This design comes from an exercise in tuning for small area and a short achievable clock period on the open sky130 flow, not from production work. Where RTL was checked, it was by simulation tests only, not by an equivalence proof against the original. Only the layout flow was run in run 4; the RTL was not checked for function there. Power is estimated from default activity; no workload was simulated.

`design/flow/config.mk`:
```
export PLATFORM = sky130hd
export DESIGN_NAME = pulse_seq_multi
export DESIGN_NICKNAME = pulse_seq_multi
export VERILOG_FILES = /design/flow/design.v
export SDC_FILE = /design/flow/constraint.sdc
export NUM_CORES = 4
export LEC_CHECK = 0
export CAP_MARGIN = 20
export CORE_MARGIN = 2
export CORE_UTILIZATION = 40
export CTS_BUF_LIST = sky130_fd_sc_hd__clkbuf_8
export SETUP_SLACK_MARGIN = 2.5
export SLEW_MARGIN = 20
```
`design/flow/constraint.sdc`:
```
create_clock -name core_clock -period 5.5 [get_ports {clk}]
set_input_delay 1.1000 -clock core_clock [delete_from_list [all_inputs] [get_ports {clk}]]
set_output_delay 1.1000 -clock core_clock [all_outputs]
set_load 0.01 [all_outputs]
```
`design/flow/design.v`:
```
module pulse_seq_multi #(
  parameter int unsigned NumCh     = 4,
  parameter int unsigned CntW      = 24,
  parameter int unsigned ScanSteps = 16
) (
  input  logic                          clk,
  input  logic                          rst,
  input  logic                          trig,
  input  logic                          scan_trig,
  input  logic                          cfg_we,
  input  logic [((NumCh > 1) ? $clog2(NumCh) : 1)-1:0] cfg_ch,
  input  logic [1:0]                    cfg_sel,
  input  logic [CntW-1:0]               cfg_data,
  output logic [NumCh-1:0]              pulse,
  output logic                          busy,
  output logic [$clog2(ScanSteps)-1:0]  scan_idx,
  output logic                          overrun
);
  localparam int unsigned ChW  = (NumCh > 1) ? $clog2(NumCh) : 1;
  localparam int unsigned IdxW = $clog2(ScanSteps);
  localparam logic [IdxW-1:0] LastIdx = IdxW'(ScanSteps - 1);
  logic [2:0]       trig_sync_q, scan_sync_q;
  logic             trig_edge_q, scan_edge_q;
  logic [NumCh-1:0] mask_q, act_q, pulse_q, first_q, act_d;
  logic             busy_q;
  logic [IdxW-1:0]  idx_q;
  logic             overrun_q, any_edge, shot, scan_shot, mask_wr, off_clr;
  logic [CntW-1:0]  wdata;
  function automatic logic [CntW:0] add_c(input logic [CntW-1:0] a, input logic [CntW-1:0] b);
    logic [CntW-1:0] g, p, gn, pn;
    g = a & b;
    p = a ^ b;
    for (int s = 1; s < CntW; s = s * 2) begin
      gn = g;
      pn = p;
      for (int i = 0; i < CntW; i++) begin
        if ((i / s) % 2 == 1) begin
          gn[i] = g[i] | (p[i] & g[(i / s) * s - 1]);
          pn[i] = p[i] & p[(i / s) * s - 1];
        end
      end
      g = gn;
      p = pn;
    end
    add_c = {g[CntW-1], a ^ b ^ {g[CntW-2:0], 1'b0}};
  endfunction
  function automatic logic [CntW-1:0] dec1(input logic [CntW-1:0] a);
    logic [CntW-1:0] o, on;
    o = a;
    for (int s = 1; s < CntW; s = s * 2) begin
      on = o;
      for (int i = 0; i < CntW; i++) begin
        if ((i / s) % 2 == 1) on[i] = o[i] | o[(i / s) * s - 1];
      end
      o = on;
    end
    dec1 = a ^ ~{o[CntW-2:0], 1'b0};
  endfunction
  assign busy      = busy_q;
  assign any_edge  = trig_edge_q | scan_edge_q;
  assign shot      = any_edge & ~busy_q;
  assign scan_shot = shot & scan_edge_q;
  assign mask_wr   = cfg_we & (cfg_sel == 2'd3);
  assign wdata     = cfg_data & {CntW{~rst}};
  assign off_clr   = rst | mask_wr | (scan_shot & (idx_q == LastIdx));
  always_ff @(posedge clk) begin
    if (rst) begin
      trig_sync_q <= '0;
      scan_sync_q <= '0;
      trig_edge_q <= 1'b0;
      scan_edge_q <= 1'b0;
      idx_q       <= '0;
      overrun_q   <= 1'b0;
    end else begin
      trig_sync_q <= {trig_sync_q[1:0], trig};
      scan_sync_q <= {scan_sync_q[1:0], scan_trig};
      trig_edge_q <= trig_sync_q[1] & ~trig_sync_q[2];
      scan_edge_q <= scan_sync_q[1] & ~scan_sync_q[2];
      if (mask_wr)        idx_q <= '0;
      else if (scan_shot) idx_q <= idx_q + IdxW'(1);
      if (any_edge && busy) overrun_q <= 1'b1;
      else if (mask_wr)     overrun_q <= 1'b0;
    end
  end
  always_ff @(posedge clk) begin
    if (rst || mask_wr) mask_q <= wdata[NumCh-1:0];
  end
  for (genvar c = 0; c < NumCh; c++) begin : g_ch
    logic [CntW-1:0] delay_q, width_q, step_q, offset_q, cnt_q, wlat_q, eff_w, wlat_full, m;
    logic [CntW:0]   sum_w, sum_o;
    logic            osat_q, wsat_q, eff_sat;
    logic            ch_wr, dnz, ewnz, wlnz, last, start;
    assign ch_wr   = cfg_we & (cfg_ch == ChW'(c));
    assign sum_w   = add_c(width_q, offset_q);
    assign sum_o   = add_c(offset_q, step_q);
    assign eff_w   = scan_edge_q ? sum_w[CntW-1:0] : width_q;
    assign eff_sat = scan_edge_q & (sum_w[CntW] | osat_q);
    assign ewnz    = (width_q != '0) | (scan_edge_q & ((offset_q != '0) | osat_q));
    assign dnz     = delay_q != '0;
    assign wlnz    = (wlat_q != '0) | wsat_q;
    always_ff @(posedge clk) begin
      if (rst || (ch_wr && cfg_sel == 2'd0)) delay_q <= wdata;
      if (rst || (ch_wr && cfg_sel == 2'd1)) width_q <= wdata;
      if (rst || (ch_wr && cfg_sel == 2'd2)) step_q  <= wdata;
      if (off_clr) begin
        offset_q <= '0;
        osat_q   <= 1'b0;
      end else if (scan_shot) begin
        offset_q <= sum_o[CntW-1:0];
        osat_q   <= osat_q | sum_o[CntW];
      end
    end
    assign wlat_full = wlat_q | {CntW{wsat_q}};
    assign m         = first_q[c] ? wlat_full : cnt_q;
    assign last      = m == CntW'(1);
    assign start     = shot & mask_q[c] & (dnz | ewnz);
    always_ff @(posedge clk) begin
      if (!act_q[c]) begin
        wlat_q <= eff_w;
        wsat_q <= eff_sat;
        cnt_q  <= delay_q;
      end else begin
        cnt_q  <= dec1(m);
      end
    end
    always_comb begin
      if (rst)              act_d[c] = 1'b0;
      else if (!act_q[c])   act_d[c] = start;
      else                  act_d[c] = ~(last & (pulse_q[c] | ~wlnz));
    end
    always_ff @(posedge clk) begin
      act_q[c]   <= act_d[c];
      first_q[c] <= act_q[c] ? (~pulse_q[c] & last & wlnz) : ~dnz;
      if (rst) begin
        pulse_q[c] <= 1'b0;
      end else if (!act_q[c]) begin
        if (start) pulse_q[c] <= ~dnz;
      end else if (last) begin
        pulse_q[c] <= ~pulse_q[c] & wlnz;
      end
    end
  end
  always_ff @(posedge clk) busy_q <= |act_d;
  assign pulse    = pulse_q;
  assign scan_idx = idx_q;
  assign overrun  = overrun_q;
endmodule
```
`design/flow/run.sh`:
```
#!/bin/bash
# synth_recipe.tcl (not shown) runs the flow's synth.tcl, then flattens the netlist and writes it again
# the make line also repeats each setting of config.mk as NAME=value (left out here)
make -C /OpenROAD-flow-scripts/flow DESIGN_CONFIG=/design/flow/config.mk WORK_HOME=/design/flow/orfs CLKGATE_MAP_FILE= SYNTH_SCRIPT=/design/flow/synth_recipe.tcl finish
```
==> results of run 1 <==
## cell usage after synthesis (all sizes together) (43+ instances only)
cell type  count
edfxtp       392
nor2         257
a21oi        230
nand2        228
dfxtp        222
ha           209
xnor2        123
o21ai         92
nor4          91
inv           80
nor3          80
clkbuf        76
o22ai         64
mux2          60
a21o          53
nor2b         50
xor2          47
nand3         43
## power by group
group          switching [mW]  internal, mW
Clock                    1.92          2.34
Combinational            1.08         0.726
Sequential              0.404          5.52
## flip-flops by register name, indices dropped and copies added (netlist names), 96 cells and up
signal and cells:
g_ch.delay_q 96, g_ch.wlat_q 96, g_ch.width_q 96, g_ch.offset_q 96, g_ch.step_q 96, g_ch.cnt_q 96
## worst max-delay path, cell delays in order (launching register included)
cell	delay (ns)
sky130_fd_sc_hd__edfxtp_1	0.38
sky130_fd_sc_hd__ha_2	0.20
sky130_fd_sc_hd__fa_2	0.37
sky130_fd_sc_hd__a211oi_2	0.25
sky130_fd_sc_hd__o21bai_2	0.12
sky130_fd_sc_hd__a2111oi_4	0.42
sky130_fd_sc_hd__o31a_1	0.28
sky130_fd_sc_hd__buf_4	0.16
sky130_fd_sc_hd__o31ai_4	0.07
sky130_fd_sc_hd__a21o_1	0.19
sky130_fd_sc_hd__o31a_1	0.26
sky130_fd_sc_hd__o31a_1	0.24
## what timing repair did
item / CTS / global route
pin swaps: 21 / 39
cloned: 0 / 1
buffers inserted: 20 / 21
gates resized for setup: 40 / 74
endpoints found under the setup margin: 135 / 89
## area by class of cell
type	count	area (µm²)
inverter	80	300
clock buffer	128	1760
fill	7093	41400
antenna	2	5.00
sequential	614	16200
timing repair buffer	120	1040
multi-input combinational	2023	14800
tap	1040	1300
clock inverter	70	432
## worst paths after layout
check	startpoint	endpoint	slack, ns	cells past startpoint
hold reg to reg	scan_sync_q[2]$_SDFF_PP0_	scan_edge_q$_SDFF_PP0_	0.39	1
setup reg to reg	g_ch[3].step_q[0]$_DFFE_PP_	g_ch[3].osat_q$_SDFFE_PP0P_	2.46	11
setup / recovery	g_ch[3].step_q[0]$_DFFE_PP_	g_ch[3].osat_q$_SDFFE_PP0P_	2.46	11
hold / removal	scan_sync_q[2]$_SDFF_PP0_	scan_edge_q$_SDFF_PP0_	0.39	1
## routing by layer
layer  global-route usage  up-vias  share of wire
li1                     -    10838              -
met1                0.285    11311           0.43
met2                0.344      752           0.46
met3               0.0446      200          0.069
met4               0.0856        8          0.038
met5                    0        -        0.00054
## through the flow
step | instances | area [µm²] | worst slack [ns] | hold slack [ns]
CTS | 4052 | 35400 | 2.42 | 0.389
global placement | 3834 | 32800 | 1.53 | 0.368
detailed placement | 3834 | 32800 | 1.44 | 0.363
floorplan | 2817 | 31200 | 1.94 | 0.367
finish | 4077 | 35900 | 2.46 | 0.388
global route | 4076 | 35900 | 2.36 | 0.411
## logic make-up after synthesis
kind of cell	after synthesis
flops	614
mux	71
buf+inv	181
compound gates	670
fa+ha+maj	249
simple gates	862
xor+xnor	170
==> implementation parameters, run 1 <==
Parameter                              Value

Status
  Run status ... timing/DRC/antenna clean

Timing
  Clock Skews ... 0.0257 ns
  Final period utilization ... 0.553
  Final number of hold-violating endpoints ... 0
  Unrepaired setup endpoints after global routing ... true
  Min cycle time layout ... between 3 and 4 ns
  Headroom to the max-slew limit ... 0.276
  Worst Max-Slew Pin Slew ... 1.08 ns
  Pins over their slew limit ... 0
  Total Negative Setup Slacks ... 0 ns
  Final setup viols ... 0
  Maximum operating frequency ... between 300 and 400 MHz

Synth
  Synth Area in Compound Gates ... 0.139
  Post-synthesis sequential area ratio ... 0.520
  Average footprint of a synthesized cell ... between 10 and 15 µm²
  Multiplexer share of the synthesized area ... 0.0252
  Number of flip-flops and latches in the synthesized netlist ... 614
  Count of flip-flops with a built-in enable after synthesis ... between 300 and 400
  Number of instances in the synthesized netlist ... 2817
  Warnings from Yosys ... 1
  Nets in the synthesized netlist ... between 3000 and 4000
  XOR/XNOR Fraction of Synth Area ... 0.0478
  Synth area leaders ... sky130_fd_sc_hd__edfxtp_1 (38%), sky130_fd_sc_hd__dfxtp_1 (14%), sky130_fd_sc_hd__ha_1 (8.4%), sky130_fd_sc_hd__a21oi_1 (3.7%), sky130_fd_sc_hd__xnor2_1 (3.5%)
  Area fraction of the dominant cell type after synthesis ... 0.378
  Combinational family with the most area after synthesis ... compound AO/OA/AOI/OAI gates
  Post-synth cell types ... 89
  Post-synthesis instance area ... ~31000 µm²
  Post-synthesis cell type with the largest combined area ... sky130_fd_sc_hd__edfxtp_1
  Area share of and/or/nand/nor cells after synthesis ... 0.134
  Asr flop ratio synth ... 0
  Flip-flop cell with the highest count after synthesis ... sky130_fd_sc_hd__edfxtp_1
  Area share of fa/ha/maj cells after synthesis ... 0.110

Clock network
  Largest buffer count on any clock path ... 3
  Skew-Pair Late Insertion Delay ... 0.71 ns
  Cts hold-fix bufs ... 0
  Total clock buffers created by CTS ... approximately 110
  Max H-tree Level ... 3
  CTS tree ... yes
  Clk Tree Root Cell ... sky130_fd_sc_hd__clkbuf_8
  Clock transition at path regs ... ~0.060 ns
  Number of sinks handled by clock tree synthesis ... between 600 and 700

Die
  Core region area ... approximately 77000 µm²
  Standard-cell rows ... approximately 100
  Die boundary width ... around 280 µm
  Boundary Pins ... 43
  Die Outline Area ... between 80000 and 90000 µm²
  Overall die height ... ~280 µm
  Initial Utilization ... 0.403

Worst setup path
  Startpoint type of the worst setup path ... flip-flop
  Data arrival time of the critical path ... approximately 3.6 ns
  Capturing element type of the critical path ... flip-flop
  Worst Path Max Fanout ... 4
  Critical path class ... flip-flop to flip-flop
  Required time of the critical path ... between 6 and 7 ns

Placement
  Routability-driven placement congestion ratio ... 0.849
  Number of buffers added on ports ... 42
  Sum of net half-perimeters after detailed placement ... roughly 60000 µm

Power and ir drop
  Areal power density over the cells ... between 300 and 400 nW/µm²
  Post-layout power ... roughly 12 mW
  Max VDD drop ... 0.000170 V
  Leakage dissipation ... between 10 and 15 nW

Final layout
  Most common library cell in the layout ignoring fill and taps ... sky130_fd_sc_hd__edfxtp_1
  Final Util ... 0.464
  Share of final-layout standard cells stronger than drive strength 1 ... 0.148
  Commonest cells after routing, fill and taps aside ... sky130_fd_sc_hd__edfxtp_1 (392), sky130_fd_sc_hd__nor2_1 (253), sky130_fd_sc_hd__a21oi_1 (225)
  Area growth from synthesis to layout ... 15.2%
  Fin nets ... ~3200

Job
  Total of max-cap violations ... 0

Routing
  Post-detailed-route DRC marker count ... 0
  Vias per Instance ... around 5.7
  Number of optimization iterations in the first detailed-route pass ... 5
  Total via count after detailed routing ... between 20000 and 25000
  Initial DRC count ... between 1500 and 2000
  Antenna viol nets, final ... 0
  Final routed wirelength across all metal layers ... slightly below 90000 µm
  Routed len/inst ... between 20 and 25 µm

Global route
  Number of antenna violations at the first check in global routing ... 10
  Pin count of the biggest net entering global routing ... 68
  Number of global-route vias before repair ... ~23000
  Residual overflow from global routing ... 0
  Total routing usage reported by global routing ... 0.215
  First-pass GRT wire length ... roughly 130000 µm

Min path
  Path category of the worst min-delay check ... flip-flop to flip-flop
==> run 2: changes to the inputs <==
--- a/design/flow/config.mk
+++ b/design/flow/config.mk
@@ -10,3 +10,2 @@
 export CORE_UTILIZATION = 40
-export CTS_BUF_LIST = sky130_fd_sc_hd__clkbuf_8
 export SETUP_SLACK_MARGIN = 2.5
==> run 2 against run 1 <==
  * Still clean on timing, DRC and antenna
  * Combinational power hardly changed
  * Via count is 1.4% lower
  * Non-clock buffer count is 2 lower
  * First-iteration DRC count is 3.0% lower
  * Critical path depth stayed put
  * Routed wire length is 1.1% lower
  * Sequential power hardly changed
  * Total power is 2.6% higher
  * Sequential cell count stayed put
  * Setup slack better by 0.040 ns
  * Largest cell class unchanged
  * Highest routed layer unchanged
==> implementation parameters, run 2 <==
Parameter                              Value

Synth
  XOR/XNOR Fraction of Synth Area ... 0.0478
  Number of instances in the synthesized netlist ... approximately 2800
  Nets in the synthesized netlist ... between 3000 and 4000
  Count of flip-flops with a built-in enable after synthesis ... 392
  Flip-flop cell with the highest count after synthesis ... sky130_fd_sc_hd__edfxtp_1
  Most frequent cells after synthesis ... sky130_fd_sc_hd__edfxtp_1 (392), sky130_fd_sc_hd__nor2_1 (256), sky130_fd_sc_hd__a21oi_1 (230)
  Area share of and/or/nand/nor cells after synthesis ... 0.134
  Most frequent cell after synthesis ... sky130_fd_sc_hd__edfxtp_1
  Synth area leaders ... sky130_fd_sc_hd__edfxtp_1 (38%), sky130_fd_sc_hd__dfxtp_1 (14%), sky130_fd_sc_hd__ha_1 (8.4%), sky130_fd_sc_hd__a21oi_1 (3.7%), sky130_fd_sc_hd__xnor2_1 (3.5%)
  Average footprint of a synthesized cell ... roughly 11 µm²
  Synth Area in Compound Gates ... 0.139
  Area share of fa/ha/maj cells after synthesis ... 0.110
  Post-synth cell types ... 89
  Combinational family with the most area after synthesis ... compound AO/OA/AOI/OAI gates
  Multiplexer share of the synthesized area ... 0.0252
  Number of flip-flops and latches in the synthesized netlist ... between 600 and 700
  Warnings from Yosys ... 1
  Post-synthesis cell type with the largest combined area ... sky130_fd_sc_hd__edfxtp_1
  Post-synthesis instance area ... slightly above 30000 µm²
  Area fraction of the dominant cell type after synthesis ... 0.378
  Asr flop ratio synth ... 0
  Post-synthesis sequential area ratio ... 0.520

Clock network
  Skew-Pair Late Insertion Delay ... 0.60 ns
  Total clock buffers created by CTS ... 69
  Max H-tree Level ... 3
  Clock transition at path regs ... about 0.060 ns
  CTS tree ... yes
  Number of sinks handled by clock tree synthesis ... just over 600
  Largest buffer count on any clock path ... 3
  Clk Tree Root Cell ... sky130_fd_sc_hd__clkbuf_16

Global route
  Pin count of the biggest net entering global routing ... around 70
  Residual overflow from global routing ... 0
  Total routing usage reported by global routing ... 0.215
  First-pass GRT wire length ... roughly 130000 µm
  Number of global-route vias before repair ... approximately 23000
  Number of antenna violations at the first check in global routing ... 11

Power and ir drop
  Leakage dissipation ... 13.8 nW
  Areal power density over the cells ... 343 nW/µm²
  Max VDD drop ... between 0.0002 and 0.00025 V

Min path
  Hold path depth ... 1
  Path category of the worst min-delay check ... flip-flop to flip-flop

Placement
  Number of buffers added on ports ... 42
  Sum of net half-perimeters after detailed placement ... roughly 59000 µm
  Routability-driven placement congestion ratio ... between 0.8 and 0.9
  Area after detailed placement ... 32800 µm²

Timing
  Final setup viols ... 0
  Headroom to the max-slew limit ... 0.276
  Pins over their slew limit ... 0
  Worst Max-Slew Pin Slew ... between 1 and 1.5 ns
  Clock Skews ... approximately 0.024 ns
  Total Negative Setup Slacks ... 0 ns
  Unrepaired setup endpoints after global routing ... true
  Final number of hold-violating endpoints ... 0
  Maximum operating frequency ... ~330 MHz
  Min cycle time layout ... ~3 ns
  Final period utilization ... 0.546

Routing
  Final routed wirelength across all metal layers ... between 80000 and 90000 µm
  Total via count after detailed routing ... between 20000 and 25000
  Initial DRC count ... approximately 1700
  Post-detailed-route DRC marker count ... 0
  Antenna viol nets, final ... 0
  Vias per Instance ... between 5 and 6
  Number of optimization iterations in the first detailed-route pass ... 5
  Routed len/inst ... between 20 and 25 µm

Final layout
  Post-route standard cell area excluding fillers ... 35900 µm²
  Most common library cell in the layout ignoring fill and taps ... sky130_fd_sc_hd__edfxtp_1
  Area growth from synthesis to layout ... 15.1%
  # fillers ... about 7000
  Commonest cells after routing, fill and taps aside ... sky130_fd_sc_hd__edfxtp_1 (392), sky130_fd_sc_hd__nor2_1 (252), sky130_fd_sc_hd__a21oi_1 (227)
  Share of final-layout standard cells stronger than drive strength 1 ... 0.127
  Fin nets ... between 3000 and 4000

Worst setup path
  Required time of the critical path ... around 6.0 ns
  Startpoint type of the worst setup path ... flip-flop
  Data arrival time of the critical path ... about 3.5 ns
  Critical path class ... flip-flop to flip-flop
  Logic depth of the worst register-to-register path ... 11
  Worst Path Max Fanout ... 4
  Capturing element type of the critical path ... flip-flop

Die
  Standard-cell rows ... just over 100
  Overall die height ... 283 µm
  Die Outline Area ... ~80000 µm²
  Boundary Pins ... 43
  Die boundary width ... 283 µm
  Initial Utilization ... 0.403
  Core region area ... 77300 µm²

Status
  Run status ... timing/DRC/antenna clean

Job
  Total of max-cap violations ... 0
run 2: worst paths after layout:
kind | startpoint | to | slack, ns
worst max-delay path | g_ch[3].step_q[0]$_DFFE_PP_ | g_ch[3].osat_q$_SDFFE_PP0P_ | 2.50
worst max register to register | g_ch[3].step_q[0]$_DFFE_PP_ | g_ch[3].osat_q$_SDFFE_PP0P_ | 2.50
worst min register to register | scan_sync_q[2]$_SDFF_PP0_ | scan_edge_q$_SDFF_PP0_ | 0.38
worst min-delay path | scan_sync_q[2]$_SDFF_PP0_ | scan_edge_q$_SDFF_PP0_ | 0.38
run 2: final cells by class:
type / count / area [µm²] / share of cell area
clock buffers: 104 / 2020 / 0.0564
inverters: 80 / 300 / 0.00837
multi-input cells: 2023 / 14800 / 0.413
diodes: 1 / 2.50 / 0.0000698
clock inverters: 18 / 195 / 0.00544
well taps: 1040 / 1300 / 0.0363
repair buffers: 118 / 1010 / 0.0282
flip-flops and latches: 614 / 16200 / 0.452
run 2: metrics by stage:
step | instances | setup WS, ns | power [mW] | hold WS (ns) | utilization
CTS | 3977 | 2.44 | 12.3 | 0.382 | 0.458
global route | 3998 | 2.38 | 12.8 | 0.402 | 0.464
finish | 3998 | 2.50 | 12.3 | 0.380 | 0.464
global placement | 3834 | 1.53 | 7.65 | 0.368 | 0.425
detailed placement | 3834 | 1.44 | 7.71 | 0.363 | 0.425
floorplan | 2817 | 1.94 | 7.09 | 0.367 | -
run 2: timing repair:
action | 4_1_cts | 5_1_grt
hold buffers | 0 | 0
hold endpoints to repair | 0 | 0
endpoints found under the setup margin | 161 | 100
gates resized for setup | 43 | 64
pin swaps | 15 | 28
buffers inserted | 20 | 20
cloned | 1 | 0
run 2: critical path: stages (launching register included):
cell                        delay [ns]
sky130_fd_sc_hd__edfxtp_1         0.38
sky130_fd_sc_hd__ha_2             0.20
sky130_fd_sc_hd__fa_2             0.37
sky130_fd_sc_hd__a211oi_2         0.25
sky130_fd_sc_hd__o21bai_2         0.13
sky130_fd_sc_hd__a2111oi_4        0.39
sky130_fd_sc_hd__o31a_1           0.27
sky130_fd_sc_hd__buf_4            0.16
sky130_fd_sc_hd__o31ai_4          0.07
sky130_fd_sc_hd__a21o_1           0.19
sky130_fd_sc_hd__o31a_1           0.26
sky130_fd_sc_hd__o31a_1           0.24
run 2: layer usage:
| metal | vias to the layer above | track usage | part of all wire |
|---|---|---|---|
| li1 | 10727 | - | - |
| met4 | 10 | 0.0772 | 0.035 |
| met5 | - | 0 | 0.00065 |
| met3 | 170 | 0.0472 | 0.071 |
| met1 | 11141 | 0.285 | 0.43 |
| met2 | 734 | 0.345 | 0.46 |
run 2: power by group:
| part | total (mW) | internal [mW] | switching, mW |
|---|---|---|---|
| combinational | 1.80 | 0.722 | 1.08 |
| clock | 4.58 | 2.73 | 1.86 |
| sequential | 5.92 | 5.52 | 0.406 |
| total | 12.3 | 8.96 | 3.34 |
run 2: kinds of logic (layout without fill, tap and decap cells):
logic type                 Yosys count  in the layout
buffers and inverters              181            320
adders and majority gates          249            249
muxes                               71             71
other                                0              1
xor gates and xnor gates           170            170
and+or+nand+nor                    862            862
DFF                                614            614
AOI/OAI and AO/OA                  670            671
==> run 3: changes to the inputs <==
--- a/design/flow/config.mk
+++ b/design/flow/config.mk
@@ -10,2 +10,4 @@
 export CORE_UTILIZATION = 40
+export CTS_CLUSTER_DIAMETER = 80
+export CTS_CLUSTER_SIZE = 20
 export SETUP_SLACK_MARGIN = 2.5
==> run 3 against run 2 <==
  * Still clean
  * Final cell count fell by 1.1%
  * Core utilization shrank 1.0 points
  * Clock power down 27%
  * Critical path type unchanged
  * Largest cell class unchanged
==> implementation parameters, run 3 <==
Parameter                              Value

Timing
  Final setup viols ... 0
  Final number of hold-violating endpoints ... 0
  Maximum operating frequency ... approximately 340 MHz
  Fin worst setup slack ... 2.52 ns
  Total Negative Setup Slacks ... 0 ns
  Headroom to the max-slew limit ... 0.283
  Min cycle time layout ... 2.98 ns
  Minimum hold slack ... 0.378 ns
  Pins over their slew limit ... 0
  Unrepaired setup endpoints after global routing ... true
  Worst Max-Slew Pin Slew ... ~1.1 ns
  Clock Skews ... roughly 0.032 ns
  Final period utilization ... 0.542

Synth
  Post-synthesis cell type with the largest combined area ... sky130_fd_sc_hd__edfxtp_1
  Nets in the synthesized netlist ... between 3000 and 4000
  Post-synth cell types ... 89
  Number of flip-flops and latches in the synthesized netlist ... a little over 600
  Warnings from Yosys ... 1
  Count of flip-flops with a built-in enable after synthesis ... about 400
  Post-synthesis instance area ... around 31000 µm²
  Post-synthesis sequential area ratio ... 0.520
  Most frequent cells after synthesis ... sky130_fd_sc_hd__edfxtp_1 (392), sky130_fd_sc_hd__nor2_1 (256), sky130_fd_sc_hd__a21oi_1 (230)
  Asr flop ratio synth ... 0
  Flip-flop cell with the highest count after synthesis ... sky130_fd_sc_hd__edfxtp_1
  Area fraction of the dominant cell type after synthesis ... 0.378
  Most frequent cell after synthesis ... sky130_fd_sc_hd__edfxtp_1
  Synth area leaders ... sky130_fd_sc_hd__edfxtp_1 (38%), sky130_fd_sc_hd__dfxtp_1 (14%), sky130_fd_sc_hd__ha_1 (8.4%), sky130_fd_sc_hd__a21oi_1 (3.7%), sky130_fd_sc_hd__xnor2_1 (3.5%)
  Number of instances in the synthesized netlist ... around 2800
  Average footprint of a synthesized cell ... between 10 and 15 µm²

Min path
  Path category of the worst min-delay check ... flip-flop to flip-flop
  Hold path depth ... 1

Worst setup path
  Critical path class ... flip-flop to flip-flop
  Capturing element type of the critical path ... flip-flop
  Logic depth of the worst register-to-register path ... 10
  Number of gates on the worst path with buffers counted ... 10
  Cell Chain, Critical Path ... ha_2 > fa_2 > a211oi_2 > o21bai_2 > a2111oi_4 > o31a_2 > o31ai_4 > a31o_2 > o31a_1 > o31a_1
  Worst Path Max Fanout ... 5
  Largest stage delay, worst path ... around 0.38 ns
  Startpoint type of the worst setup path ... flip-flop
  Data arrival time of the critical path ... 3.47 ns
  Largest delay contributor family on the critical path ... compound AO/OA/AOI/OAI gates
  Most used cell along the critical path ... sky130_fd_sc_hd__o31a_1
  Crit path buf inv count ... 0
  Required time of the critical path ... 5.99 ns
  CP max stage cell ... sky130_fd_sc_hd__edfxtp_1

Placement
  Routability-driven placement congestion ratio ... ~0.85
  Sum of net half-perimeters after detailed placement ... roughly 59000 µm
  Worst slack at placement ... between 1 and 1.5 ns
  Number of placed cells counting well taps ... approximately 3800
  Number of buffers added on ports ... 42
  Area after detailed placement ... 32800 µm²

Final layout
  # fillers ... slightly above 7000
  Commonest cells after routing, fill and taps aside ... sky130_fd_sc_hd__edfxtp_1 (392), sky130_fd_sc_hd__nor2_1 (251), sky130_fd_sc_hd__a21oi_1 (225)
  Final Non-Filler Cells ... roughly 4000
  Sequential Area ... 16200 µm²
  Post-route standard cell area excluding fillers ... about 35000 µm²
  Area growth from synthesis to layout ... 12.5%
  Most common library cell in the layout ignoring fill and taps ... sky130_fd_sc_hd__edfxtp_1
  Area of the multi-input gates ... approximately 15000 µm²
  Fin nets ... about 3200
  Share of final-layout standard cells stronger than drive strength 1 ... 0.120

Routing
  Post-detailed-route DRC marker count ... 0
  Routed len/inst ... between 20 and 25 µm
  Vias per Instance ... around 5.7
  Number of optimization iterations in the first detailed-route pass ... 5
  Final routed wirelength across all metal layers ... about 88000 µm
  Total via count after detailed routing ... ~23000
  Antenna viol nets, final ... 0
  Initial DRC count ... 1751

Die
  Core region area ... between 70000 and 80000 µm²
  Die boundary width ... between 200 and 300 µm
  Initial Utilization ... 0.403
  Overall die height ... around 280 µm
  Standard-cell rows ... slightly above 100
  Boundary Pins ... 43
  Die Outline Area ... about 80000 µm²

Global route
  Met2 layer usage reported by global route ... 0.342
  First-pass GRT wire length ... around 130000 µm
  Pin count of the biggest net entering global routing ... about 70
  Total routing usage reported by global routing ... 0.211
  Number of global-route vias before repair ... about 22000
  Routing usage on met3 ... 0.0378
  Residual overflow from global routing ... 0
  Met1 track utilization from global routing ... 0.284
  Most Crowded Layer GR ... met2
  Number of antenna violations at the first check in global routing ... 9

Clock network
  Skew-Pair Late Insertion Delay ... around 0.61 ns
  CTS tree ... yes
  Clock transition at path regs ... 0.08 ns
  Max H-tree Level ... 2
  Cts hold-fix bufs ... 0
  Clk Tree Root Cell ... sky130_fd_sc_hd__clkbuf_16
  Number of sinks handled by clock tree synthesis ... a little over 600
  Largest buffer count on any clock path ... 3
  Total clock buffers created by CTS ... 42

Power and ir drop
  Switching power total ... roughly 3.2 mW
  Combinational group share of total power ... 0.163
  Leakage dissipation ... roughly 13 nW
  Areal power density over the cells ... around 320 nW/µm²
  Total internal power ... 7.87 mW
  Fraction of power consumed by the clock network ... 0.303
  Net Sw Frac ... 0.289
  Share of total power in sequential cells ... 0.534
  Max VDD drop ... about 0.00019 V

Status
  Run status ... timing/DRC/antenna clean

Job
  Total of max-cap violations ... 0
[run 3: cell types whose count changed in the layout (fill, tap and decap cells not counted), sizes merged]
cell,before,now
inv,81,86
diode,1,3
clkbuf,105,58
bufinv,4,2
clkinv,11,8
buf,76,78
[run 3: cell families (layout without fill, tap and decap cells)]
logic type | after synthesis | in the layout | share of synthesized area
compound gates | 670 | 671 | 0.139
buf+inv | 181 | 275 | 0.0239
xor+xnor | 170 | 170 | 0.0478
fa+ha+maj | 249 | 249 | 0.110
flops | 614 | 614 | 0.520
mux | 71 | 71 | 0.0252
other cells | 0 | 3 | 0
simple gates | 862 | 862 | 0.134
[run 3: cell type report]
cell class	instances	share of cell area
antenna	3	0.000214
clock buffer	58	0.0335
multi-input combinational	2023	0.423
timing repair buffer	119	0.0293
clock inverter	18	0.00607
sequential	614	0.463
tap	1040	0.0371
inverter	80	0.00857
[run 3: power by group through the flow]
stage / Clock [mW] / Combinational [mW] / Sequential, mW
after CTS: 3.43 / 1.75 / 5.90
after floorplan: 0 / 1.26 / 5.83
after global routing: 3.57 / 2.00 / 5.96
after global placement: 0 / 1.64 / 6.01
final: 3.35 / 1.81 / 5.91
after detailed placement: 0 / 1.69 / 6.02
[run 3: final timing paths]
| check | from | to | slack, ns |
|---|---|---|---|
| setup / recovery | g_ch[2].step_q[0]$_DFFE_PP_ | g_ch[2].osat_q$_SDFFE_PP0P_ | 2.52 |
| hold / removal | scan_sync_q[2]$_SDFF_PP0_ | scan_edge_q$_SDFF_PP0_ | 0.38 |
| setup reg to reg | g_ch[2].step_q[0]$_DFFE_PP_ | g_ch[2].osat_q$_SDFFE_PP0P_ | 2.52 |
| hold reg to reg | scan_sync_q[2]$_SDFF_PP0_ | scan_edge_q$_SDFF_PP0_ | 0.38 |
[run 3: repair_timing]
action                                  CTS  global route
buffers inserted                         22            19
cloned                                    0             1
pin swaps                                25            39
endpoints found under the setup margin  161           100
gates resized for setup                  45            63
[run 3: stage by stage]
stage | total power, mW | util
3_3_place_gp | 7.65 | 0.425
5_1_grt | 11.5 | 0.453
6_report | 11.1 | 0.453
3_5_place_dp | 7.71 | 0.425
2_1_floorplan | 7.09 | -
4_1_cts | 11.1 | 0.447
[run 3: per-layer routing]
layer | wire, µm | up-vias
li1 | - | 10683
met1 | 37500 | 10988
met2 | 40300 | 714
met3 | 6400 | 166
met4 | 3340 | 8
met5 | 48 | -
==> run 4: changes to the inputs <==
--- a/design/flow/design.v
+++ b/design/flow/design.v
@@ -93,6 +93,6 @@
     assign ch_wr   = cfg_we & (cfg_ch == ChW'(c));
-    assign sum_w   = add_c(width_q, offset_q);
+    assign sum_w   = add_c(width_q, offset_q & {CntW{scan_edge_q}});
     assign sum_o   = add_c(offset_q, step_q);
-    assign eff_w   = scan_edge_q ? sum_w[CntW-1:0] : width_q;
-    assign eff_sat = scan_edge_q & (sum_w[CntW] | osat_q);
+    assign eff_w   = sum_w[CntW-1:0];
+    assign eff_sat = sum_w[CntW] | (scan_edge_q & osat_q);
     assign ewnz    = (width_q != '0) | (scan_edge_q & ((offset_q != '0) | osat_q));
--- a/design/flow/config.mk
+++ b/design/flow/config.mk
@@ -10,4 +10,2 @@
 export CORE_UTILIZATION = 40
-export CTS_CLUSTER_DIAMETER = 80
-export CTS_CLUSTER_SIZE = 20
 export SETUP_SLACK_MARGIN = 2.5
==> run 4 against run 3 <==
  * Still clean
  * Clock skew is 0.013 ns lower
  * Die area fell by 1.5%
  * Total power increased by 7.5%
  * Sequential cell count is the same
  * Cell area rose by 2.3%
==> implementation parameters, run 4 <==
Parameter                              Value

Power and ir drop
  Areal power density over the cells ... around 330 nW/µm²
  Total internal power ... about 8.7 mW
  Share of total power in sequential cells ... 0.492
  Fraction of power consumed by the clock network ... 0.371
  Post-layout power ... 11.9 mW
  Max VDD drop ... about 0.00016 V
  Net Sw Frac ... 0.265
  Switching power total ... 3.15 mW
  Combinational group share of total power ... 0.137
  Leakage dissipation ... 13.8 nW

Clock network
  Clk Tree Root Cell ... sky130_fd_sc_hd__clkbuf_16
  Total clock buffers created by CTS ... 68
  CTS tree ... yes
  Clock transition at path regs ... ~0.060 ns
  Largest buffer count on any clock path ... 3
  Skew-Pair Late Insertion Delay ... 0.60 ns
  Number of sinks handled by clock tree synthesis ... ~600
  Cts hold-fix bufs ... 0
  Max H-tree Level ... 3

Final layout
  Share of final-layout standard cells stronger than drive strength 1 ... 0.125
  Commonest cells after routing, fill and taps aside ... sky130_fd_sc_hd__edfxtp_1 (392), sky130_fd_sc_hd__nor2_1 (252), sky130_fd_sc_hd__a21oi_1 (231)
  Sequential Area ... 16200 µm²
  Most common library cell in the layout ignoring fill and taps ... sky130_fd_sc_hd__edfxtp_1
  # fillers ... about 6800
  Area of the multi-input gates ... 14700 µm²
  Fin nets ... 3187
  Area growth from synthesis to layout ... 16.8%

Synth
  Post-synthesis sequential area ratio ... 0.528
  Most frequent cells after synthesis ... sky130_fd_sc_hd__edfxtp_1 (392), sky130_fd_sc_hd__nor2_1 (261), sky130_fd_sc_hd__a21oi_1 (252)
  Asr flop ratio synth ... 0
  Post-synthesis cell type with the largest combined area ... sky130_fd_sc_hd__edfxtp_1
  Most frequent cell after synthesis ... sky130_fd_sc_hd__edfxtp_1
  Flip-flop cell with the highest count after synthesis ... sky130_fd_sc_hd__edfxtp_1
  Synth area leaders ... sky130_fd_sc_hd__edfxtp_1 (38%), sky130_fd_sc_hd__dfxtp_1 (14%), sky130_fd_sc_hd__ha_1 (8.5%), sky130_fd_sc_hd__a21oi_1 (4.1%), sky130_fd_sc_hd__xnor2_1 (3.3%)
  Nets in the synthesized netlist ... just over 3000
  Post-synthesis instance area ... a little over 30000 µm²
  Number of flip-flops and latches in the synthesized netlist ... 614
  Warnings from Yosys ... 1
  Post-synth cell types ... just under 80
  Area fraction of the dominant cell type after synthesis ... 0.383
  Number of instances in the synthesized netlist ... 2805
  Count of flip-flops with a built-in enable after synthesis ... slightly below 400
  Average footprint of a synthesized cell ... approximately 11 µm²

Die
  Standard-cell rows ... 101
  Overall die height ... around 280 µm
  Die boundary width ... 281 µm
  Core region area ... about 76000 µm²
  Initial Utilization ... 0.404
  Die Outline Area ... 79000 µm²
  Boundary Pins ... between 40 and 50

Placement
  Sum of net half-perimeters after detailed placement ... roughly 56000 µm
  Routability-driven placement congestion ratio ... 0.880
  Worst slack at placement ... approximately 1.7 ns
  Number of buffers added on ports ... 42

Global route
  Number of global-route vias before repair ... ~22000
  Total routing usage reported by global routing ... 0.216
  Number of antenna violations at the first check in global routing ... 14
  Residual overflow from global routing ... 0
  First-pass GRT wire length ... about 130000 µm
  Pin count of the biggest net entering global routing ... 79

Routing
  Vias per Instance ... around 5.6
  Total via count after detailed routing ... approximately 22000
  Final routed wirelength across all metal layers ... approximately 86000 µm
  Post-detailed-route DRC marker count ... 0
  Antenna viol nets, final ... 0
  Routed len/inst ... about 22 µm
  Number of optimization iterations in the first detailed-route pass ... 5
  Initial DRC count ... 2026

Timing
  Final setup viols ... 0
  Clock Skews ... around 0.018 ns
  Min cycle time layout ... between 3 and 4 ns
  Total Negative Setup Slacks ... 0 ns
  Headroom to the max-slew limit ... 0.227
  Fin worst setup slack ... 2.37 ns
  Minimum hold slack ... 0.397 ns
  Pins over their slew limit ... 0
  Maximum operating frequency ... ~320 MHz
  Unrepaired setup endpoints after global routing ... true
  Final period utilization ... 0.569
  Worst Max-Slew Pin Slew ... approximately 1.2 ns
  Final number of hold-violating endpoints ... 0

Worst setup path
  Data arrival time of the critical path ... about 3.5 ns
  Worst Path Max Fanout ... 8
  Required time of the critical path ... around 6 ns
  Critical path class ... flip-flop to flip-flop
  Startpoint type of the worst setup path ... flip-flop
  Capturing element type of the critical path ... flip-flop

Min path
  Path category of the worst min-delay check ... flip-flop to flip-flop

Status
  Run status ... timing/DRC/antenna clean

Job
  Total of max-cap violations ... 0
[run 4: changes by cell type after synthesis, sizes merged, moves of 8 or more]
| cell | before | now |
|---|---|---|
| and2 | 10 | 107 |
| xor2 | 47 | 65 |
| nor3 | 80 | 67 |
| nand2 | 228 | 192 |
| a211oi | 40 | 29 |
| o21ai | 92 | 82 |
| xnor2 | 123 | 115 |
| clkbuf | 76 | 68 |
| a21oi | 230 | 253 |
| mux2 | 60 | 2 |
| or2 | 1 | 9 |
| mux2i | 11 | 2 |
| a21o | 53 | 69 |
[run 4: layer usage]
metal | up-vias | track usage | wire length (µm) | part of all wire
li1 | 10554 | - | - | -
met1 | 10864 | 0.283 | 36100 | 0.42
met2 | 684 | 0.363 | 41700 | 0.48
met3 | 158 | 0.0286 | 5770 | 0.067
met4 | 0 | 0.0793 | 2550 | 0.030
met5 | - | 0 | 0 | 0
[run 4: cells by family after synthesis]
logic type / after synthesis / share of synthesized area
simple gates: 933 / 0.153
fa+ha+maj: 249 / 0.111
xor+xnor: 180 / 0.0514
buf+inv: 183 / 0.0235
flops: 614 / 0.528
compound gates: 642 / 0.131
mux: 4 / 0.00139
[run 4: what timing repair did]
action / CTS / global route
endpoints found under the setup margin: 187 / 83
cloned: 3 / 0
pin swaps: 34 / 54
buffers inserted: 30 / 25
gates resized for setup: 78 / 94
[run 4: worst max-delay path, stage by stage, from the launching register on]
cell	delay, ns
sky130_fd_sc_hd__dfxtp_4	0.36
sky130_fd_sc_hd__buf_6	0.12
sky130_fd_sc_hd__buf_12	0.13
sky130_fd_sc_hd__and2_4	0.14
sky130_fd_sc_hd__ha_4	0.15
sky130_fd_sc_hd__fa_2	0.35
sky130_fd_sc_hd__a211o_1	0.30
sky130_fd_sc_hd__a21oi_2	0.21
sky130_fd_sc_hd__nor3_2	0.06
sky130_fd_sc_hd__nor2_2	0.18
sky130_fd_sc_hd__o21ai_2	0.11
sky130_fd_sc_hd__o41ai_2	0.26
sky130_fd_sc_hd__o21bai_1	0.14
sky130_fd_sc_hd__a221o_1	0.36
[run 4: area by class of cell]
type | instances | share of cell area
sequential | 614 | 0.452
multi-input combinational | 2008 | 0.409
timing repair buffer | 130 | 0.0347
tap | 1030 | 0.0359
antenna | 3 | 0.000209
clock inverter | 12 | 0.00310
clock buffer | 109 | 0.0563
inverter | 83 | 0.00869
[run 4: path summary, 6_finish.rpt]
| path | start | end | slack (ns) | cells past startpoint |
|---|---|---|---|---|
| worst max register to register | scan_edge_q$_SDFF_PP0_ | g_ch[0].wsat_q$_DFFE_PN_ | 2.37 | 13 |
| worst max-delay path | scan_edge_q$_SDFF_PP0_ | g_ch[0].wsat_q$_DFFE_PN_ | 2.37 | 13 |
| worst min-delay path | trig_sync_q[2]$_SDFF_PP0_ | trig_edge_q$_SDFF_PP0_ | 0.40 | 1 |
| worst min register to register | trig_sync_q[2]$_SDFF_PP0_ | trig_edge_q$_SDFF_PP0_ | 0.40 | 1 |
[run 4: power groups by stage]
stage	registers (mW)	logic, mW	clock network [mW]
global route	5.91	1.80	4.66
CTS	5.86	1.57	4.49
finish	5.85	1.63	4.41
global placement	5.93	1.49	0
detailed placement	5.94	1.54	0
floorplan	5.79	1.11	0
[run 4: stage by stage]
step,instances,utilization,cell area [µm²]
2_1_floorplan,2805,-,30700
3_3_place_gp,3806,0.427,32400
3_5_place_dp,3807,0.427,32400
4_1_cts,3961,0.464,35200
5_1_grt,3986,0.472,35900
6_report,3989,0.472,35900
==> run 5: changes to the inputs <==
--- a/design/flow/design.v
+++ b/design/flow/design.v
@@ -93,6 +93,6 @@
     assign ch_wr   = cfg_we & (cfg_ch == ChW'(c));
-    assign sum_w   = add_c(width_q, offset_q & {CntW{scan_edge_q}});
+    assign sum_w   = add_c(width_q, offset_q);
     assign sum_o   = add_c(offset_q, step_q);
-    assign eff_w   = sum_w[CntW-1:0];
-    assign eff_sat = sum_w[CntW] | (scan_edge_q & osat_q);
+    assign eff_w   = scan_edge_q ? sum_w[CntW-1:0] : width_q;
+    assign eff_sat = scan_edge_q & (sum_w[CntW] | osat_q);
     assign ewnz    = (width_q != '0) | (scan_edge_q & ((offset_q != '0) | osat_q));
==> design/flow/flow/run.sh (new file) <==
#!/bin/bash
# Standard ORFS layout with three changes: port buffers are buf_2 cells instead of the
# default delay cell, repair may resize a cell to any footprint, and CTS adds no dummy loads.
# Synthesis is the standard one, run on its own first.
set -euo pipefail
bash standard.sh synth > synth.log 2>&1
bash standard.sh \
  "MATCH_CELL_FOOTPRINT=0" \
  "BUFFER_PORTS_ARGS=-buffer_cell sky130_fd_sc_hd__buf_2" \
  "CTS_ARGS=-sink_clustering_enable -repair_clock_nets -dont_use_dummy_load" \
  finish > layout.log 2>&1
==> design/flow/standard.sh (new file) <==
#!/bin/bash
# synth_recipe.tcl (not shown) runs the flow's synth.tcl, then flattens the netlist and writes it again
# the make line also repeats each setting of config.mk as NAME=value (left out here)
make -C /OpenROAD-flow-scripts/flow DESIGN_CONFIG=/design/flow/config.mk WORK_HOME=/design/flow/orfs CLKGATE_MAP_FILE= SYNTH_SCRIPT=/design/flow/synth_recipe.tcl "${@:-finish}"
removed: design/flow/run.sh
==> run 5 against run 4 <==
  * Hold slack got worse by 0.014 ns
  * Combinational power grew 9%
  * First-iteration DRC count fell by 3.6%
  * Clock power shrank about 10%
  * Core utilization fell by 1.8 points
  * Non-clock buffer count is 20 lower
  * Maximum frequency grew 3.8%
  * Via count is 2.2% higher
  * Die area increased by 1.5%
  * Critical path type unchanged
  * Highest routed layer is now met5
==> implementation parameters, run 5 <==
Parameter                              Value

Routing
  Met3 wirelength from detailed routing ... between 5000 and 6000 µm
  Final routed wirelength across all metal layers ... 88800 µm
  Number of optimization iterations in the first detailed-route pass ... 5
  Vias per Instance ... just under 6
  WL met1 ... around 38000 µm
  Met2 wire len ... approximately 42000 µm
  Routed len/inst ... 22.5 µm
  Initial DRC count ... 1953
  Highest metal used ... met5
  Post-detailed-route DRC marker count ... 0
  Total via count after detailed routing ... 22748
  Antenna viol nets, final ... 0

Synth
  Asr flop ratio synth ... 0
  Number of instances in the synthesized netlist ... between 2000 and 3000
  Warnings from Yosys ... 1
  Number of flip-flops and latches in the synthesized netlist ... roughly 610
  Flip-flop cell with the highest count after synthesis ... sky130_fd_sc_hd__edfxtp_1
  Average footprint of a synthesized cell ... 11.1 µm²
  Post-synthesis sequential area ratio ... 0.520
  Most frequent cell after synthesis ... sky130_fd_sc_hd__edfxtp_1
  Post-synthesis cell type with the largest combined area ... sky130_fd_sc_hd__edfxtp_1
  Nets in the synthesized netlist ... approximately 3100
  Most frequent cells after synthesis ... sky130_fd_sc_hd__edfxtp_1 (392), sky130_fd_sc_hd__nor2_1 (256), sky130_fd_sc_hd__a21oi_1 (230)
  Post-synthesis instance area ... ~31000 µm²
  Synth area leaders ... sky130_fd_sc_hd__edfxtp_1 (38%), sky130_fd_sc_hd__dfxtp_1 (14%), sky130_fd_sc_hd__ha_1 (8.4%), sky130_fd_sc_hd__a21oi_1 (3.7%), sky130_fd_sc_hd__xnor2_1 (3.5%)
  Area fraction of the dominant cell type after synthesis ... 0.378
  Count of flip-flops with a built-in enable after synthesis ... about 390
  Post-synth cell types ... between 80 and 90

Clock network
  CTS tree ... yes
  Total clock buffers created by CTS ... 71
  Number of sinks handled by clock tree synthesis ... a little over 600
  Clk Tree Root Cell ... sky130_fd_sc_hd__clkbuf_16
  Skew-Pair Late Insertion Delay ... 0.60 ns
  Clock transition at path regs ... 0.06 ns
  Cts hold-fix bufs ... 0
  Max H-tree Level ... 3
  Largest buffer count on any clock path ... 3

Global route
  Number of global-route vias before repair ... approximately 22000
  First-pass GRT wire length ... 133000 µm
  Residual overflow from global routing ... 0
  Pin count of the biggest net entering global routing ... 61
  Total routing usage reported by global routing ... 0.215
  Number of antenna violations at the first check in global routing ... 11

Worst setup path
  CP max stage cell ... sky130_fd_sc_hd__or4_1
  Critical R2R Launch ... g_ch[2].wsat_q$_DFFE_PN_
  Startpoint type of the worst setup path ... flip-flop
  Setup slack of the worst register-to-register path ... 2.49 ns
  Largest delay contributor family on the critical path ... simple AND/OR/NAND/NOR gates
  Worst Path Max Fanout ... 5
  Largest stage delay, worst path ... around 0.57 ns
  Critical path class ... flip-flop to flip-flop
  Required time of the critical path ... between 5 and 6 ns
  Cell Chain, Critical Path ... buf_4 > nor4b_2 > o221ai_1 > nor3_1 > and3_1 > nand4_2 > a211oi_1 > nor2_1 > or4_1
  Capturing element type of the critical path ... flip-flop
  Crit path buf inv count ... 1
  Destination of the worst register-to-register timing path ... busy_q$_DFF_P_
  Data arrival time of the critical path ... 3.48 ns
  Logic depth of the worst register-to-register path ... 9

Timing
  Final period utilization ... 0.548
  Min cycle time layout ... 3.01 ns
  Headroom to the max-slew limit ... 0.267
  Clock Skews ... between 0.02 and 0.025 ns
  Maximum operating frequency ... roughly 330 MHz
  Pins over their slew limit ... 0
  Final number of hold-violating endpoints ... 0
  Total Negative Setup Slacks ... 0 ns
  Final setup viols ... 0
  Unrepaired setup endpoints after global routing ... true
  Fin worst setup slack ... ~2.5 ns
  Worst Max-Slew Pin Slew ... between 1 and 1.5 ns

Placement
  Number of placed cells counting well taps ... approximately 3800
  Number of buffers added on ports ... 42
  Routability-driven placement congestion ratio ... about 0.9
  Worst slack at placement ... around 2 ns
  Sum of net half-perimeters after detailed placement ... between 60000 and 70000 µm

Power and ir drop
  Areal power density over the cells ... 332 nW/µm²
  Fraction of power consumed by the clock network ... 0.340
  Total internal power ... ~8.5 mW
  Switching power total ... about 3.2 mW
  Max VDD drop ... roughly 0.00019 V
  Leakage dissipation ... 13.5 nW
  Combinational group share of total power ... 0.152
  Share of total power in sequential cells ... 0.509
  Net Sw Frac ... 0.274

Final layout
  Area growth from synthesis to layout ... 12.7%
  Commonest cells after routing, fill and taps aside ... sky130_fd_sc_hd__edfxtp_1 (392), sky130_fd_sc_hd__nor2_1 (252), sky130_fd_sc_hd__a21oi_1 (225)
  Fin nets ... roughly 3200
  Share of final-layout standard cells stronger than drive strength 1 ... 0.132
  Final Non-Filler Cells ... roughly 4000
  # fillers ... 7072
  Most common library cell in the layout ignoring fill and taps ... sky130_fd_sc_hd__edfxtp_1

Job
  Total of max-cap violations ... 0

Die
  Die Outline Area ... 80200 µm²
  Standard-cell rows ... 102
  Die boundary width ... 283 µm
  Initial Utilization ... 0.403
  Overall die height ... roughly 280 µm
  Core region area ... 77300 µm²
  Boundary Pins ... 43

Min path
  Hold wc startpoint ... scan_sync_q[2]$_SDFF_PP0_
  Destination of the worst hold path ... scan_edge_q$_SDFF_PP0_
  Hold path depth ... 1
  Path category of the worst min-delay check ... flip-flop to flip-flop

Status
  Run status ... timing/DRC/antenna clean
==> run 5: cell type report <==
cell class / count / area, µm² / share of cell area
sequential: 614 / 16200 / 0.462
multi-input combinational: 2023 / 14700 / 0.420
clock buffer: 71 / 1780 / 0.0506
tap: 1040 / 1300 / 0.0371
timing repair buffer: 110 / 773 / 0.0220
inverter: 80 / 300 / 0.00855
antenna: 2 / 5.00 / 0.000143
==> run 5: logic make-up (layout without fill, tap and decap cells) <==
logic type                 after synthesis  count (layout)  synth area share
and+or+nand+nor                        862             863             0.134
xor gates and xnor gates               170             170            0.0478
DFF                                    614             614             0.520
adders and majority gates              249             249             0.110
other                                    0               2                 0
AOI/OAI and AO/OA                      670             670             0.139
buffers and inverters                  181             261            0.0239
muxes                                   71              71            0.0252
==> run 5: how the worst max path moves through the flow <==
stage / from / end / slack [ns] / depth (start not counted)
3_3_place_gp: cfg_sel[0] / g_ch[1].offset_q[18]$_SDFFE_PP0P_ / 1.99 / 7
2_1_floorplan: cfg_ch[0] / g_ch[1].width_q[0]$_DFFE_PP_ / 1.94 / 4
3_5_place_dp: g_ch[1].wsat_q$_DFFE_PN_ / busy_q$_DFF_P_ / 1.99 / 8
5_1_grt: g_ch[2].wsat_q$_DFFE_PN_ / busy_q$_DFF_P_ / 2.39 / 9
4_1_cts: first_q[0]$_DFF_P_ / busy_q$_DFF_P_ / 2.40 / 8
6_report: g_ch[2].wsat_q$_DFFE_PN_ / busy_q$_DFF_P_ / 2.49 / 9
==> run 5: worst reg2reg max path: stages (launching register included) <==
cell and delay [ns]:
sky130_fd_sc_hd__edfxtp_1 0.46, sky130_fd_sc_hd__buf_4 0.20, sky130_fd_sc_hd__nor4b_2 0.31, sky130_fd_sc_hd__o221ai_1 0.29, sky130_fd_sc_hd__nor3_1 0.24, sky130_fd_sc_hd__and3_1 0.21, sky130_fd_sc_hd__nand4_2 0.13, sky130_fd_sc_hd__a211oi_1 0.31
sky130_fd_sc_hd__nor2_1 0.18, sky130_fd_sc_hd__or4_1 0.57
==> run 5: per-stage QoR <==
stage / total power [mW] / hold WS, ns / instance area, µm² / utilization
2_1_floorplan: 7.09 / 0.367 / 31200 / -
4_1_cts: 11.7 / 0.384 / 34700 / 0.448
5_1_grt: 12.2 / 0.410 / 35100 / 0.454
3_5_place_dp: 7.71 / 0.375 / 32600 / 0.422
6_report: 11.7 / 0.382 / 35100 / 0.454
3_3_place_gp: 7.64 / 0.365 / 32600 / 0.422
==> run 5: metal layers <==
metal  GRT usage  vias up
met1       0.287    11207
met5           0        -
met4      0.0685        8
met3      0.0363      175
li1            -    10669
met2       0.355      689
==> run 5: repair_timing <==
action                                  4_1_cts  5_1_grt
cloned                                        0        2
setup buffers                                13       18
endpoints found under the setup margin      118      114
resized for setup                            37       63
pin swaps                                    17       34
==> run 5: power by group through the flow <==
stage / combinational, mW / clock [mW] / sequential, mW
after floorplan: 1.26 / 0 / 5.83
after global placement: 1.63 / 0 / 6.01
after detailed placement: 1.69 / 0 / 6.02
after CTS: 1.72 / 4.06 / 5.93
after global routing: 1.96 / 4.22 / 5.99
final: 1.77 / 3.96 / 5.94
==> run 6: changes to the inputs <==
--- a/design/flow/design.v
+++ b/design/flow/design.v
@@ -90,3 +90,3 @@
     logic [CntW:0]   sum_w, sum_o;
-    logic            osat_q, wsat_q, eff_sat;
+    logic            osat_q, wsat_q, wlnz_q, eff_sat;
     logic            ch_wr, dnz, ewnz, wlnz, last, start;
@@ -99,3 +99,3 @@
     assign dnz     = delay_q != '0;
-    assign wlnz    = (wlat_q != '0) | wsat_q;
+    assign wlnz    = wlnz_q;
     always_ff @(posedge clk) begin
@@ -120,2 +120,3 @@
         wsat_q <= eff_sat;
+        wlnz_q <= ewnz;
         cnt_q  <= delay_q;
--- a/design/flow/flow/run.sh
+++ b/design/flow/flow/run.sh
@@ -9,3 +9,3 @@
   "BUFFER_PORTS_ARGS=-buffer_cell sky130_fd_sc_hd__buf_2" \
-  "CTS_ARGS=-sink_clustering_enable -repair_clock_nets -dont_use_dummy_load" \
+  "CTS_ARGS=-sink_clustering_enable -repair_clock_nets -dont_use_dummy_load -sink_clustering_size 20 -sink_clustering_max_diameter 80" \
   finish > layout.log 2>&1
==> run 6 against run 5 <==
  * Sequential cell count is 4 higher
  * Clock power is about 30% lower
  * Cell area is 1.7% lower
  * Register-to-register slack worse by 0.03 ns
  * Combinational power is 28% lower
  * Critical path depth is 1 higher
  * Core utilization is 0.91 points lower
  * Largest power group unchanged
  * Highest routed layer unchanged
==> implementation parameters, run 6 <==
Parameter                              Value

Routing
  Initial DRC count ... around 2000
  Antenna viol nets, final ... 0
  Final routed wirelength across all metal layers ... ~88000 µm
  Vias per Instance ... ~5.7
  Total via count after detailed routing ... around 22000
  Routed len/inst ... 22.4 µm
  Number of optimization iterations in the first detailed-route pass ... 6
  Post-detailed-route DRC marker count ... 0

Power and ir drop
  Post-layout power ... around 9.7 mW
  Leakage dissipation ... 13.3 nW
  Max VDD drop ... about 0.00017 V
  Areal power density over the cells ... ~280 nW/µm²

Timing
  Final setup viols ... 0
  Worst Max-Slew Pin Slew ... approximately 1.0 ns
  Headroom to the max-slew limit ... 0.300
  Maximum operating frequency ... between 300 and 400 MHz
  Min cycle time layout ... between 3 and 4 ns
  Total Negative Setup Slacks ... 0 ns
  Minimum hold slack ... approximately 0.38 ns
  Final period utilization ... 0.553
  Pins over their slew limit ... 0
  Final number of hold-violating endpoints ... 0
  Clock Skews ... approximately 0.039 ns
  Unrepaired setup endpoints after global routing ... true

Placement
  Routability-driven placement congestion ratio ... between 0.8 and 0.9
  Number of buffers added on ports ... 42
  Sum of net half-perimeters after detailed placement ... 59500 µm

Min path
  Hold path depth ... 1
  Hold wc startpoint ... scan_sync_q[2]$_SDFF_PP0_
  Path category of the worst min-delay check ... flip-flop to flip-flop
  Destination of the worst hold path ... scan_edge_q$_SDFF_PP0_

Synth
  Most frequent cell after synthesis ... sky130_fd_sc_hd__edfxtp_1
  Warnings from Yosys ... 1
  Count of flip-flops with a built-in enable after synthesis ... ~400
  Number of instances in the synthesized netlist ... about 2800
  Asr flop ratio synth ... 0
  Number of flip-flops and latches in the synthesized netlist ... 618
  Post-synthesis sequential area ratio ... 0.521
  Flip-flop cell with the highest count after synthesis ... sky130_fd_sc_hd__edfxtp_1
  Average footprint of a synthesized cell ... roughly 11 µm²
  Most frequent cells after synthesis ... sky130_fd_sc_hd__edfxtp_1 (396), sky130_fd_sc_hd__nor2_1 (243), sky130_fd_sc_hd__nand2_1 (228)
  Post-synthesis cell type with the largest combined area ... sky130_fd_sc_hd__edfxtp_1
  Nets in the synthesized netlist ... approximately 3100
  Post-synth cell types ... 86
  Area fraction of the dominant cell type after synthesis ... 0.379
  Post-synthesis instance area ... about 31000 µm²
  Synth area leaders ... sky130_fd_sc_hd__edfxtp_1 (38%), sky130_fd_sc_hd__dfxtp_1 (14%), sky130_fd_sc_hd__ha_1 (8.3%), sky130_fd_sc_hd__a21oi_1 (3.5%), sky130_fd_sc_hd__xnor2_1 (3.1%)

Worst setup path
  Logic depth of the worst register-to-register path ... 10
  Data arrival time of the critical path ... approximately 3.4 ns
  Setup slack of the worst register-to-register path ... between 2 and 2.5 ns
  Capturing element type of the critical path ... flip-flop
  Startpoint type of the worst setup path ... flip-flop
  Destination of the worst register-to-register timing path ... g_ch[3].wlat_q[14]$_DFFE_PN_
  Critical R2R Launch ... g_ch[3].width_q[0]$_DFFE_PP_
  Critical path class ... flip-flop to flip-flop
  Worst Path Max Fanout ... 4
  Required time of the critical path ... 5.84 ns

Clock network
  Clock transition at path regs ... 0.08 ns
  Total clock buffers created by CTS ... 39
  Max H-tree Level ... 2
  Clk Tree Root Cell ... sky130_fd_sc_hd__clkbuf_16
  Number of sinks handled by clock tree synthesis ... roughly 620
  Cts hold-fix bufs ... 0
  CTS tree ... yes
  Skew-Pair Late Insertion Delay ... between 0.5 and 0.6 ns
  Largest buffer count on any clock path ... 3

Final layout
  Area growth from synthesis to layout ... 10.1%
  Most common library cell in the layout ignoring fill and taps ... sky130_fd_sc_hd__edfxtp_1
  Commonest cells after routing, fill and taps aside ... sky130_fd_sc_hd__edfxtp_1 (396), sky130_fd_sc_hd__nor2_1 (240), sky130_fd_sc_hd__nand2_1 (226)
  Share of final-layout standard cells stronger than drive strength 1 ... 0.119
  Fin nets ... between 3000 and 4000

Die
  Standard-cell rows ... 102
  Die Outline Area ... approximately 81000 µm²
  Overall die height ... 284 µm
  Die boundary width ... ~280 µm
  Initial Utilization ... 0.404
  Boundary Pins ... 43
  Core region area ... roughly 78000 µm²

Global route
  Pin count of the biggest net entering global routing ... 56
  Residual overflow from global routing ... 0
  Total routing usage reported by global routing ... 0.213
  Number of global-route vias before repair ... 22063
  Number of antenna violations at the first check in global routing ... 13
  First-pass GRT wire length ... roughly 130000 µm

Job
  Total of max-cap violations ... 0

Status
  Run status ... timing/DRC/antenna clean
run 6: cell types whose count changed in the layout (fill, tap and decap cells not counted), moves of 7 or more:
cell | previous run | this run
sky130_fd_sc_hd__a21o_1 | 53 | 63
sky130_fd_sc_hd__clkbuf_16 | 72 | 39
sky130_fd_sc_hd__nand3_1 | 41 | 33
sky130_fd_sc_hd__nand4_1 | 34 | 26
sky130_fd_sc_hd__nor2_1 | 252 | 240
sky130_fd_sc_hd__nor4_1 | 89 | 80
sky130_fd_sc_hd__o21a_1 | 25 | 32
sky130_fd_sc_hd__o21ai_1 | 6 | 22
sky130_fd_sc_hd__o22ai_1 | 63 | 52
sky130_fd_sc_hd__o31ai_1 | 16 | 9
sky130_fd_sc_hd__xnor2_1 | 123 | 112
sky130_fd_sc_hd__xor2_1 | 47 | 56
run 6: worst max-delay path, stage by stage (launching register included):
cell                       delay, ns
sky130_fd_sc_hd__edfxtp_1       0.42
sky130_fd_sc_hd__ha_2           0.21
sky130_fd_sc_hd__fa_2           0.36
sky130_fd_sc_hd__a211oi_2       0.23
sky130_fd_sc_hd__o21bai_2       0.13
sky130_fd_sc_hd__o2111a_2       0.29
sky130_fd_sc_hd__or3_4          0.37
sky130_fd_sc_hd__a21o_1         0.17
sky130_fd_sc_hd__a21o_1         0.19
sky130_fd_sc_hd__xor2_1         0.14
sky130_fd_sc_hd__mux2_4         0.27
run 6: area by class of cell:
type	count	area, µm²
fill	7154	43100
sequential	618	16300
multi-input combinational	2024	14800
tap	1040	1300
clock buffer	39	976
timing repair buffer	108	754
inverter	82	308
antenna	7	17.5
run 6: per-stage QoR:
step,instance area (µm²),std cells,setup slack (ns),utilization
global route,34500,3913,2.39,0.445
floorplan,31400,2828,2.51,-
CTS,34100,3899,2.41,0.440
finish,34500,3918,2.46,0.445
global placement,32900,3841,2.17,0.424
detailed placement,32900,3841,2.13,0.424
run 6: how the worst max path moves through the flow:
stage / start / to / slack [ns] / depth (start not counted)
after CTS: g_ch[3].width_q[0]$_DFFE_PP_ / g_ch[3].wlat_q[14]$_DFFE_PN_ / 2.41 / 10
after floorplan: g_ch[3].width_q[0]$_DFFE_PP_ / g_ch[3].wlat_q[14]$_DFFE_PN_ / 2.51 / 10
after detailed placement: rst / g_ch[3].delay_q[13]$_DFFE_PP_ / 2.13 / 3
after global routing: g_ch[3].width_q[0]$_DFFE_PP_ / g_ch[3].wlat_q[14]$_DFFE_PN_ / 2.39 / 10
after global placement: rst / g_ch[3].osat_q$_SDFFE_PP0P_ / 2.17 / 6
final: g_ch[3].width_q[0]$_DFFE_PP_ / g_ch[3].wlat_q[14]$_DFFE_PN_ / 2.46 / 10
run 6: power breakdown:
group	switching [mW]	leakage [nW]	total [mW]	internal (mW)
Combinational	0.772	7.07	1.28	0.510
Sequential	0.262	5.76	5.62	5.36
Clock	1.51	0.481	2.77	1.26
Total	2.54	13.3	9.68	7.13
run 6: what timing repair did:
| item | 4_1_cts | 5_1_grt |
|---|---|---|
| buffers inserted | 18 | 12 |
| pin swaps | 26 | 35 |
| gates resized for setup | 39 | 56 |
| cloned | 1 | 0 |
| endpoints found under the setup margin | 128 | 103 |
run 6: cell families (layout without fill, tap and decap cells):
kind of cell	Yosys count	after routing	share of synthesized area
and+or+nand+nor	849	850	0.132
AOI/OAI and AO/OA	683	683	0.142
DFF	618	618	0.521
adders and majority gates	249	249	0.109
buffers and inverters	187	229	0.0230
xor gates and xnor gates	168	168	0.0469
muxes	74	74	0.0261
other	0	7	0
run 6: metal layers:
| metal | GRT usage | wire, µm | vias up |
|---|---|---|---|
| li1 | - | - | 10584 |
| met1 | 0.291 | 38000 | 11028 |
| met2 | 0.351 | 41300 | 705 |
| met3 | 0.0375 | 6310 | 119 |
| met4 | 0.0561 | 2140 | 6 |
| met5 | 0 | 41 | - |

[separate check: timing with driven ports]
No port has a modelled driver above. Below, the same layouts with a new extraction and two added sets of constraints. Step 1 (the two cells are an assumption about what drives the block):
set clk [get_ports {clk}]
set_driving_cell -lib_cell sky130_fd_sc_hd__clkbuf_16 $clk
set_driving_cell -lib_cell sky130_fd_sc_hd__buf_2 [delete_from_list [all_inputs] $clk]
Step 2 times the ports against the registers' clock, not the clock port: input delays grow and output delays shrink by t, the midpoint of the rising clock arrivals with the driver on. a / b / c = no drivers / after step 1 / after step 2; a / b = the first two.
run	t (ns)	setup slack, ns	slew at the worst register clock pin (ns)
run 1	0.751	2.457 / 2.457 / 1.856	0.07 / 0.07
run 2	0.647	2.497 / 2.497 / 1.959	0.06 / 0.06
run 3	0.653	2.518 / 2.518 / 1.964	0.09 / 0.09
run 4	0.653	2.371 / 2.371 / 1.998	0.06 / 0.06
run 5	0.656	2.487 / 2.487 / 2.165	0.06 / 0.06
run 6	0.650	2.461 / 2.461 / 2.125	0.09 / 0.09
After both steps every run listed still meets setup and hold. The setup slack of run 1, which loses most, moves by 0.000 ns with the drivers and by -0.601 ns with both steps.
